What follows belongs to an exercise in optimizing a design on an open flow for small area, a short achievable clock period and few clock cycles; a production flow would make more cautious choices.
Function was checked by simulation only, so behaviour that the tests miss may differ from the original.

Setup of job 7279:
// fft_top
module fft_top (
  input  logic        clk,
  input  logic        reset,
  input  logic        load,
  input  logic [63:0] load_data,  
  input  logic        start,
  output logic        done,
  input  logic [2:0]  rd_addr,
  output logic [31:0] rd_data     
);
  logic [31:0] e0, e1, e2, e3, f0, f1, f2, f3;
  logic        tr5, ti5;  
  function automatic logic [31:0] cop(input logic [31:0] x, input logic [2:0] c);
    logic [15:0] opr, opi;
    opr = c[2] ? x[15:0] : x[31:16];
    opi = c[2] ? x[31:16] : x[15:0];
    cop = {opr ^ {16{c[1]}}, opi ^ {16{c[0]}}};
  endfunction
  logic k0, s13, n23, n12;
  logic ph;  
  always_ff @(posedge clk) begin
    if (reset) begin
      k0   <= 1'b1;
      s13  <= 1'b0;
      n23  <= 1'b0;
      n12  <= 1'b0;
      ph   <= 1'b0;
      done <= 1'b0;
    end else if (load) begin
      k0   <= s13 & n23;
      s13  <= k0 | (n23 & ~s13);
      n23  <= n12;
      n12  <= k0 | (s13 & n12);
      done <= 1'b0;
    end else if (start) begin
      k0   <= 1'b1;
      s13  <= 1'b0;
      n23  <= 1'b0;
      n12  <= 1'b0;
      ph   <= 1'b1;
    end else if (ph) begin
      ph   <= 1'b0;
      done <= 1'b1;
    end
  end
  logic [31:0] xh, xl;      
  logic [31:0] keep;
  logic [2:0]  c1, c2, c2f, c3;
  assign xh   = load_data[63:32];
  assign xl   = load_data[31:0];
  assign keep = {32{~(k0 & load)}};  
  assign c1  = {s13, n23, n12};
  assign c2  = {1'b0, s13, s13};
  assign c2f = {1'b1, s13, ~s13};
  assign c3  = {s13, n12, n23};
  logic [31:0] xhg, xlg;
  assign xhg = xh & {32{load}};
  assign xlg = xl & {32{load}};
  logic [31:0] se0, se1, se2, se3, sf0, sf1, sf2, sf3;
  fft_cadd #(.KS(0)) u_ae0 (.a(e0 & keep), .b(cop(xhg, 3'b000)), .ci(2'b00),    .s(se0));
  fft_cadd #(.KS(0)) u_ae1 (.a(e1 & keep), .b(cop(xhg, c1)),     .ci(c1[1:0]),  .s(se1));
  fft_cadd #(.KS(0)) u_ae2 (.a(e2 & keep), .b(cop(xhg, c2)),     .ci(c2[1:0]),  .s(se2));
  fft_cadd #(.KS(0)) u_ae3 (.a(e3 & keep), .b(cop(xhg, c3)),     .ci(c3[1:0]),  .s(se3));
  fft_cadd #(.KS(0)) u_af0 (.a(f0 & keep), .b(cop(xlg, 3'b000)), .ci(2'b00),    .s(sf0));
  ...
For scale: roughly 2800 cells after synthesis.
Settings: LEC_CHECK=0, CAP_MARGIN=20, CORE_MARGIN=2, CORE_UTILIZATION=50, CTS_BUF_LIST=sky130_fd_sc_hd__clkbuf_8, CTS_CLUSTER_SIZE=30, SETUP_SLACK_MARGIN=2.2, SLEW_MARGIN=20, SYNTH_HIERARCHICAL=1, SYNTH_MINIMUM_KEEP_SIZE=0; clock period 6.5 ns.
standard.sh (not shown) runs the stock make flow with config.mk's settings and CLKGATE_MAP_FILE= SYNTH_SCRIPT=/design/flow/synth_recipe.tcl, a recipe that flattens the netlist after the stock synthesis.
==> flow/flow/run.sh <==
#!/bin/bash
# The standard layout, with plain buffers (not delay cells) on the ports.
set -euo pipefail
bash standard.sh BUFFER_PORTS_ARGS="-buffer_cell sky130_fd_sc_hd__buf_2" finish > standard.log 2>&1
Testbench counts of job 7279, summed over its fixed seeds: cycles 5,384.
The following lists how job 9149 was set up differently from job 7279:
Settings: SETUP_SLACK_MARGIN now 2.4, was 2.2; ABC_AREA now 1, previously not set.
Results
Going from job 7279 to job 9149, sequential share of cell area dropped 3.1 points, summed instance area of the synthesized netlist increased 19%, estimated wirelength of the detail-placed design moved up, global-route track usage on met3 rose 0.15 points.
Taking job 7279 as the reference, in job 9149 total length of routed wires higher, area of the multi-input gates went up about 3%.
Setup changes, job 9149 to job 5686
Settings: clearing ABC_AREA, which used to be 1; swapping 50 for 40 in CORE_UTILIZATION; clearing CTS_BUF_LIST, which used to be sky130_fd_sc_hd__clkbuf_8; swapping 2.4 for 2.5 in SETUP_SLACK_MARGIN; clearing CTS_CLUSTER_SIZE, which used to be 30.
==> comparison <==
Per the final summary, job 5686 finished and its layout is clean on timing, DRC and antenna. In job 5686 relative to job 9149, instance area at placement had gone down by more than 10%. Sort job 5686 and job 9149 by initial antenna violation count, descending, and job 5686 comes first. Of job 5686 and job 9149, the run reporting the higher post-route fraction of the period consumed by the critical path was job 5686. Routed wire length was lower in the run labelled job 5686. Looking at job 5686 and job 9149, the clock-pin slew reported for the worst setup and hold paths after clock tree synthesis is a wash. Delta(post-route non-filler standard cell count, job 5686 - job 9149) < 0. Job 5686 -> job 9149: number of clock sinks delta 0, exact match.
diff inputs: job 5686 => job 5185
Settings: GPL_ROUTABILITY_DRIVEN: unset -> 0; SETUP_SLACK_MARGIN: 2.5 -> 2.3.
Job 5185 and job 5686 ended up with roughly the same post-placement cell count. Compared with job 5686, in job 5185 global-route wire length before repair now smaller, slack of the critical path now smaller.

[separate check: timing with driven ports]
In the flow no input, the clock included, has a driving cell. The finished layouts below were timed again as built, in two steps. Step 1 assumes that a clkbuf_16 drives the clock port and a buf_2 every other input. Step 2, shift: input delay + t, output delay - t, t = (earliest + latest rising clock arrival at the registers) / 2. This alone moves slack from input paths to output paths. Three values: ideal, step 1, step 2; two values: the first two.
| run | t (ns) | setup slack, ns | worst setup path at the end | clock arrival spread, ns |
|---|---|---|---|---|
| job 7279 | 0.736 | 2.332 / 2.332 / 1.609 | input to register | 0.024 / 0.023 |
| job 9149 | 0.744 | 2.572 / 2.427 / 1.683 | input to register | 0.034 / 0.034 |
| job 5686 | 0.622 | 2.462 / 2.170 / 1.548 | input to register | 0.018 / 0.018 |
| job 5185 | 0.625 | 2.413 / 2.223 / 1.598 | input to register | 0.025 / 0.025 |
After both steps setup and hold are still met in every run listed. The setup slack of job 5686, which loses most, moves by -0.292 ns with the drivers and by -0.914 ns with both steps.
